What follows belongs to an exercise in optimizing a design on an open flow for small area; a production flow would make more cautious choices.
Function was checked by simulation only, so behaviour that the tests miss may differ from the original.
Power and IR drop assume default switching activity.

File: flow/design.v
`timescale 1ns/100ps
package csr_pkg;
    localparam int reg_data_width = 32;
    localparam int csr_addr_width = 12;
    localparam int counter_width = 2 * reg_data_width;
    localparam int commit_channels = 2;
    localparam int commit_width = 4;
    localparam int commit_count_width = $clog2(commit_width) + 1;
    localparam int hpm_events = 4;
    localparam logic [reg_data_width-1:0] misa_value = 32'h4000_1100;
    localparam logic [reg_data_width-1:0] marchid_value = 32'h1998_1001;
    localparam logic [reg_data_width-1:0] mimpid_value = 32'h2022_0201;
    localparam logic [reg_data_width-1:0] mstatus_mask = 32'h0000_0088;
    localparam logic [reg_data_width-1:0] mie_mask = 32'h0000_0888;
    localparam logic [reg_data_width-1:0] mcounteren_mask = 32'h0000_0007;
    typedef enum logic [csr_addr_width-1:0] {
        csr_mstatus    = 12'h300,
        csr_misa       = 12'h301,
        csr_mie        = 12'h304,
        csr_mtvec      = 12'h305,
        csr_mcounteren = 12'h306,
        csr_mscratch   = 12'h340,
        csr_mepc       = 12'h341,
        csr_mcause     = 12'h342,
        csr_mtval      = 12'h343,
        csr_mip        = 12'h344,
        csr_mcycle     = 12'hb00,
        csr_minstret   = 12'hb02,
        csr_hpm3       = 12'hb03,
        csr_hpm4       = 12'hb04,
        csr_hpm5       = 12'hb05,
        csr_hpm6       = 12'hb06,
        csr_mcycleh    = 12'hb80,
        csr_minstreth  = 12'hb82,
        csr_hpm3h      = 12'hb83,
        csr_hpm4h      = 12'hb84,
        csr_hpm5h      = 12'hb85,
        csr_hpm6h      = 12'hb86,
        csr_mvendorid  = 12'hf11,
        csr_marchid    = 12'hf12,
        csr_mimpid     = 12'hf13,
        csr_mhartid    = 12'hf14
    } csr_addr_e;
    typedef enum logic [1:0] {
        ev_branch_num  = 2'd0,
        ev_branch_hit  = 2'd1,
        ev_branch_miss = 2'd2,
        ev_rob_full    = 2'd3
    } hpm_event_e;
endpackage
`timescale 1ns/100ps
import csr_pkg::*;
module csr_file (
    input  logic                                                              clk,
    input  logic                                                              rst,
    input  logic [csr_pkg::commit_channels-1:0][csr_pkg::csr_addr_width-1:0] commit_write_addr,
    input  logic [csr_pkg::commit_channels-1:0][csr_pkg::reg_data_width-1:0] commit_write_data,
    input  logic [csr_pkg::commit_channels-1:0]                              commit_we,
    input  logic [csr_pkg::commit_channels-1:0][csr_pkg::csr_addr_width-1:0] commit_read_addr,
    input  logic [csr_pkg::csr_addr_width-1:0]                               exc_read_addr,
    input  logic [csr_pkg::reg_data_width-1:0]                               irq_pending,
    input  logic [csr_pkg::commit_count_width-1:0]                           commit_count,
    input  logic                                                              branch_num,
    input  logic                                                              branch_hit,
    input  logic                                                              branch_miss,
    input  logic                                                              rob_full,
    output logic [csr_pkg::reg_data_width-1:0]                               exc_read_data,
    output logic [csr_pkg::commit_channels-1:0][csr_pkg::reg_data_width-1:0] commit_read_data,
    output logic [csr_pkg::reg_data_width-1:0]                               mie_out,
    output logic [csr_pkg::reg_data_width-1:0]                               mstatus_out,
    output logic [csr_pkg::reg_data_width-1:0]                               mip_out,
    output logic [csr_pkg::reg_data_width-1:0]                               mepc_out
);
    logic [31:0] d0, d1;
    logic [11:0] wa0, wa1;
    logic        we0, we1;
    assign d0  = commit_write_data[0];
    assign d1  = commit_write_data[1];
    assign wa0 = commit_write_addr[0];
    assign wa1 = commit_write_addr[1];
    assign we0 = commit_we[0];
    assign we1 = commit_we[1];
    localparam int nslots = 20;
    function automatic logic [11:0] slot_addr(input int s);
        case (s)
            0: slot_addr = 12'h300;
            1: slot_addr = 12'h304;
            2: slot_addr = 12'h305;
            3: slot_addr = 12'h306;
            4: slot_addr = 12'h340;
            5: slot_addr = 12'h341;
            6: slot_addr = 12'h342;
            7: slot_addr = 12'h343;
            8: slot_addr = 12'hb00;
            9: slot_addr = 12'hb80;
            10: slot_addr = 12'hb02;
            11: slot_addr = 12'hb82;
            12: slot_addr = 12'hb03;
            13: slot_addr = 12'hb83;
            14: slot_addr = 12'hb04;
            15: slot_addr = 12'hb84;
            16: slot_addr = 12'hb05;
            17: slot_addr = 12'hb85;
            18: slot_addr = 12'hb06;
            default: slot_addr = 12'hb86;
        endcase
    endfunction
    logic [nslots-1:0] s0, s1, sk;
    always_comb begin
        for (int s = 0; s < nslots; s++) begin
            logic h0, h1;
            h0 = we0 && (wa0 == slot_addr(s));
            h1 = we1 && (wa1 == slot_addr(s));
            s0[s] = !rst && h0;
            s1[s] = !rst && h1 && !h0;
            sk[s] = !rst && !h0 && !h1;
        end
    end
    function automatic logic [31:0] pick(input logic a, input logic b, input logic c,
                                         input logic [31:0] x);
        pick = ({32{a}} & d0) | ({32{b}} & d1) | ({32{c}} & x);
    endfunction
    logic [1:0]  mstatus_q;    
    logic [2:0]  mie_q;        
    logic [29:0] mtvec_q;      
    logic [2:0]  mcounteren_q;
    logic [31:0] mscratch_q;
    logic [29:0] mepc_q;       
    logic [31:0] mcause_q;
    logic [31:0] mtval_q;
    logic [31:0] mip_q;
    logic [31:0] mstatus, mie, mtvec, mcounteren, mscratch, mepc, mcause, mtval, mip;
    assign mstatus    = {24'b0, mstatus_q[1], 3'b0, mstatus_q[0], 3'b0};
    assign mie        = {20'b0, mie_q[2], 3'b0, mie_q[1], 3'b0, mie_q[0], 3'b0};
    assign mtvec      = {mtvec_q, 2'b0};
    assign mcounteren = {29'b0, mcounteren_q};
    assign mscratch   = mscratch_q;
    assign mepc       = {mepc_q, 2'b0};
    assign mcause     = mcause_q;
    assign mtval      = mtval_q;
    assign mip        = mip_q;
    logic [31:0] mstatus_n, mie_n, mtvec_n, mcounteren_n, mepc_n;
    assign mstatus_n    = pick(s0[0], s1[0], sk[0], mstatus);
    assign mie_n        = pick(s0[1], s1[1], sk[1], mie);
    assign mtvec_n      = pick(s0[2], s1[2], sk[2], mtvec);
    assign mcounteren_n = pick(s0[3], s1[3], sk[3], mcounteren);
    assign mepc_n       = pick(s0[5], s1[5], sk[5], mepc);
    always_ff @(posedge clk) begin
        mstatus_q    <= {mstatus_n[7], mstatus_n[3]};
        mie_q        <= {mie_n[11], mie_n[7], mie_n[3]};
        mtvec_q      <= mtvec_n[31:2];
        mcounteren_q <= mcounteren_n[2:0];
        mscratch_q   <= pick(s0[4], s1[4], sk[4], mscratch);
        mepc_q       <= mepc_n[31:2];
        mcause_q     <= pick(s0[6], s1[6], sk[6], mcause);
        mtval_q      <= pick(s0[7], s1[7], sk[7], mtval);
        mip_q        <= rst ? 32'b0 : irq_pending;
    end
    logic [383:0] cnt;
    logic [383:0] cnt_inc;
    logic [17:0]  cnt_add;
    assign cnt_add = {2'b0, rob_full, 2'b0, branch_miss, 2'b0, branch_hit,
                      2'b0, branch_num, commit_count, 3'd1};
    for (genvar k = 0; k < 6; k++) begin : g_cnt
        logic [63:0] q;
        logic [64:0] t;      
        logic [8:0]  gc;     
        logic [3:0]  lo;
        assign q = cnt[64 * k +: 64];
        assign lo = {1'b0, q[2:0]} + {1'b0, cnt_add[3 * k +: 3]};
        assign gc[0] = lo[3];
        for (genvar g = 0; g < 8; g++) begin : g_grp
            localparam int b0 = (g == 0) ? 3 : 8 * g;
            assign t[b0] = gc[g];
            for (genvar b = b0; b < 8 * g + 7; b++) begin : g_bit
                assign t[b + 1] = t[b] & q[b];
            end
            assign gc[g + 1] = gc[g] & (&q[8 * g + 7 : b0]);
        end
        assign t[2:0] = '0;
        assign t[64] = gc[8];
        assign cnt_inc[64 * k +: 3] = lo[2:0];
        assign cnt_inc[64 * k + 3 +: 61] = q[63:3] ^ t[63:3];
        always_ff @(posedge clk) begin
            cnt[64 * k +: 32]      <= pick(s0[8 + 2 * k], s1[8 + 2 * k], sk[8 + 2 * k],
                                           cnt_inc[64 * k +: 32]);
            cnt[64 * k + 32 +: 32] <= pick(s0[9 + 2 * k], s1[9 + 2 * k], sk[9 + 2 * k],
                                           cnt_inc[64 * k + 32 +: 32]);
        end
    end
    function automatic logic [31:0] read_csr(input logic [11:0] a);
        logic [31:0] r;
        r = '0;
        if (a == 12'h300) r = r | mstatus;
        if (a == 12'h301) r = r | misa_value;
        if (a == 12'h304) r = r | mie;
        if (a == 12'h305) r = r | mtvec;
        if (a == 12'h306) r = r | mcounteren;
        if (a == 12'h340) r = r | mscratch;
        if (a == 12'h341) r = r | mepc;
        if (a == 12'h342) r = r | mcause;
        if (a == 12'h343) r = r | mtval;
        if (a == 12'h344) r = r | mip;
        if (a == 12'hf12) r = r | marchid_value;
        if (a == 12'hf13) r = r | mimpid_value;
        for (int k = 0; k < 6; k++) begin
            logic [2:0] idx;
            idx = (k == 0) ? 3'd0 : 3'(k + 1);
            if (a == {9'b1011_0000_0, idx}) r = r | cnt[64 * k +: 32];
            if (a == {9'b1011_1000_0, idx}) r = r | cnt[64 * k + 32 +: 32];
        end
        read_csr = r;
    endfunction
    always_comb begin
        exc_read_data = read_csr(exc_read_addr);
        for (int ch = 0; ch < 2; ch++) begin
            commit_read_data[ch] = read_csr(commit_read_addr[ch]);
        end
    end
    assign mie_out     = mie;
    assign mstatus_out = mstatus;
    assign mip_out     = mip;
    assign mepc_out    = mepc;
endmodule
File: flow/run.sh
#!/bin/bash
# synth_recipe.tcl (not shown) runs the flow's synth.tcl, then flattens the netlist and writes it again
# the make line also repeats each setting of config.mk as NAME=value (left out here)
make -C /OpenROAD-flow-scripts/flow DESIGN_CONFIG=/design/flow/config.mk WORK_HOME=/design/flow/orfs CLKGATE_MAP_FILE= SYNTH_SCRIPT=/design/flow/synth_recipe.tcl finish
File: flow/config.mk
export PLATFORM = sky130hd
export DESIGN_NAME = csr_file
export DESIGN_NICKNAME = csr_file
export VERILOG_FILES = /design/flow/design.v
export SDC_FILE = /design/flow/constraint.sdc
export NUM_CORES = 4
export LEC_CHECK = 0
export ABC_AREA = 1
export CAP_MARGIN = 10
export CORE_MARGIN = 2
export CORE_UTILIZATION = 55
export GPL_TIMING_DRIVEN = 0
export PLACE_DENSITY = 0.7
export SLEW_MARGIN = 10
File: flow/constraint.sdc
create_clock -name core_clock -period 9.0 [get_ports {clk}]
set_input_delay 1.8000 -clock core_clock [delete_from_list [all_inputs] [get_ports {clk}]]
set_output_delay 1.8000 -clock core_clock [all_outputs]
set_load 0.01 [all_outputs]
==> results.cfg, run 1 <==
[outcome]
status = did not finish
haltStage = 5_1_grt
run.stop_error = [ERROR GRT-0116] Global routing finished with congestion. Check the congestion regions in the DRC Viewer.

[global_routing]
grt_overflow_total = 3231
grt_pass1_wl_um = 574000
grt_usage_pct = 97.5
grt_pass1_vias = 67100
grt_max_degree = 15

[die]
die_x_um = 287
die_h_um = 287
std_cell_rows = 103
pin_count = 391
start_util_pct = 55.7

[placement]
port_buffers = 326
dp_hpwl_um = 265000
placed_cells = 8616
gp_congestion = 1.54

[synthesis]
synth.distinct_cells = 32
async_reset_ff_share_pct = 0
synthTopCellsByArea = dfxtp_1 26%, nand2_1 24%, nand3_1 10%
synth_top_cell_by_area = dfxtp_1
synthCells = 7175
ys_seq_area_share_pct = 26.3
synth_top_area_share_pct = 26.3
ys_warn_count = 1
synth-seq-cells = 580
avgSynthCellArea_sq_um = 6.15
synth_edf_count = 0
synthesis.area_sq_mm = 0.0442
synth-main-ff-cell = dfxtp_1

[clocking]
root_buffer = clkbuf_16
cts_buffers = 67
ctsResizeCount = 0
cts.htree.levels = 3
clockBufferDepth = 3
cts_sinks = 580
postCtsSetupRepairBufs = 0
cts-hold-fix-buffers = 0
==> logic make-up after synthesis <==
family	synth area share, %
simple gates	45.7
flops	26.3
fa+ha+maj	9.40
compound gates	8.82
buf+inv	8.74
xor+xnor	1.07
other cells	0.00849
==> metal layers <==
metal / overflow / track usage, %
met1: 463 / 95.2
met2: 1464 / 106
met3: 438 / 92.1
met4: 790 / 99.0
met5: 76 / 78.5
==> synth_stat cells, drive strengths merged (41+ instances only) <==
| cell | instances |
|---|---|
| nor3 | 41 |
| o211ai | 468 |
| ha | 330 |
| buf | 312 |
| dfxtp | 580 |
| nand2 | 2887 |
| nand3 | 897 |
| inv | 357 |
| nand4 | 318 |
| xor2 | 54 |
| clkbuf | 213 |
| o21ai | 64 |
| nor2 | 618 |
==> through the flow <==
step | hold slack, ps | total power [mW] | cell area [sq um] | setup WS [ps] | utilization, %
after floorplan | 446 | 2.88 | 44400 | 4240 | -
after global placement | 461 | 3.21 | 49000 | 843 | 61.8
after detailed placement | 477 | 3.22 | 49100 | 773 | 61.9
after CTS | 496 | 6.14 | 51400 | 1030 | 64.9
==> how the worst max path moves through the flow <==
| stage | to | slack (ps) |
|---|---|---|
| after floorplan | commit_read_data[23] | 4240 |
| after global placement | cnt[127]$_DFF_P_ | 840 |
| after detailed placement | cnt[127]$_DFF_P_ | 770 |
| after CTS | exc_read_data[29] | 1030 |
==> power by group through the flow <==
stage | Combinational (mW) | Clock [mW] | Sequential (mW)
detailed placement | 0.544 | 0 | 2.68
global placement | 0.535 | 0 | 2.68
floorplan | 0.220 | 0 | 2.66
CTS | 0.547 | 2.97 | 2.62
==> run 2: changes to the inputs <==
--- a/flow/config.mk
+++ b/flow/config.mk
@@ -8,7 +8,7 @@
 export ABC_AREA = 1
 export CAP_MARGIN = 10
 export CORE_MARGIN = 2
-export CORE_UTILIZATION = 55
+export CORE_UTILIZATION = 40
 export GPL_TIMING_DRIVEN = 0
-export PLACE_DENSITY = 0.7
+export PLACE_DENSITY = 0.55
 export SLEW_MARGIN = 10
==> run 2 against run 1 <==
  * The flow again stops in 5_1_grt
  * Area after synthesis unchanged
  * Synthesized cell count unchanged
==> results.cfg, run 2 <==
[synthesis]
synth.distinct_cells = 32
synth_top_cell_by_area = dfxtp_1
avgSynthCellArea_sq_um = 6.15
synthesis.area_sq_mm = 0.0442
synth-seq-cells = 580
synthCells = 7175
ys_seq_area_share_pct = 26.3
synth_common_cells = 2881 x nand2_1, 897 x nand3_1, 580 x dfxtp_1, 575 x nor2_1, 468 x o211ai_1
ys_warn_count = 1
synth-main-ff-cell = dfxtp_1
synth_top_area_share_pct = 26.3
yosysMostFrequentCell = nand2_1
async_reset_ff_share_pct = 0
synthTopCellsByArea = dfxtp_1 26%, nand2_1 24%, nand3_1 10%
synth_edf_count = 0

[placement]
dp_hpwl_um = 307000
gp_congestion = 1.33
port_buffers = 326

[clocking]
cts_sinks = 580
ctsResizeCount = 0
cts.htree.levels = 3
postCtsSetupRepairBufs = 0
root_buffer = clkbuf_16
cts_buffers = 70
cts-hold-fix-buffers = 0
clockBufferDepth = 3

[global_routing]
grt_max_degree = 14
grt_pass1_wl_um = 604000
grt_overflow_total = 23
grt_pass1_vias = 62400
grt_usage_pct = 79.3

[outcome]
run.stop_error = [ERROR GRT-0116] Global routing finished with congestion. Check the congestion regions in the DRC Viewer.
haltStage = 5_1_grt
status = did not finish

[die]
start_util_pct = 40.4
die_x_um = 336
pin_count = 391
std_cell_rows = 121
die_h_um = 336
==> run 2: cell counts after synthesis <==
No cell type changed its count.
==> run 2: kinds of logic after synthesis <==
family | Yosys count | share of synthesized area, %
AO/OA/AOI/OAI | 543 | 8.82
adder cells (fa/ha/maj) | 331 | 9.40
XOR/XNOR | 54 | 1.07
other | 1 | 0.00849
flip-flops | 580 | 26.3
buffers and inverters | 884 | 8.74
AND/OR/NAND/NOR | 4782 | 45.7
==> run 2: layer usage <==
layer  track usage (%)  overflow
met1              82.5         0
met2              88.9        13
met3              68.4         0
met4              73.2        10
met5              54.8         0
==> run 2: power groups by stage <==
stage	combinational (mW)	sequential [mW]	clock, mW
4_1_cts	0.581	2.62	3.01
3_5_place_dp	0.579	2.68	0
3_3_place_gp	0.572	2.68	0
2_1_floorplan	0.220	2.66	0
==> run 2: worst max-delay path by stage <==
stage                              start              endpoint  slack [ps]
floorplan            commit_read_addr[9]  commit_read_data[23]        4240
global placement        exc_read_addr[1]     exc_read_data[21]         210
detailed placement       commit_count[1]      cnt[127]$_DFF_P_         850
CTS                 commit_read_addr[11]  commit_read_data[11]        1000
==> run 2: stage by stage <==
| stage | instance area (sq um) | cells | utilization [%] | setup slack (ps) | hold slack, ps |
|---|---|---|---|---|---|
| after floorplan | 44400 | 7235 | - | 4240 | 446 |
| after global placement | 49500 | 9037 | 45.3 | 210 | 463 |
| after detailed placement | 49800 | 9052 | 45.7 | 855 | 472 |
| after CTS | 52200 | 9176 | 47.8 | 1000 | 497 |
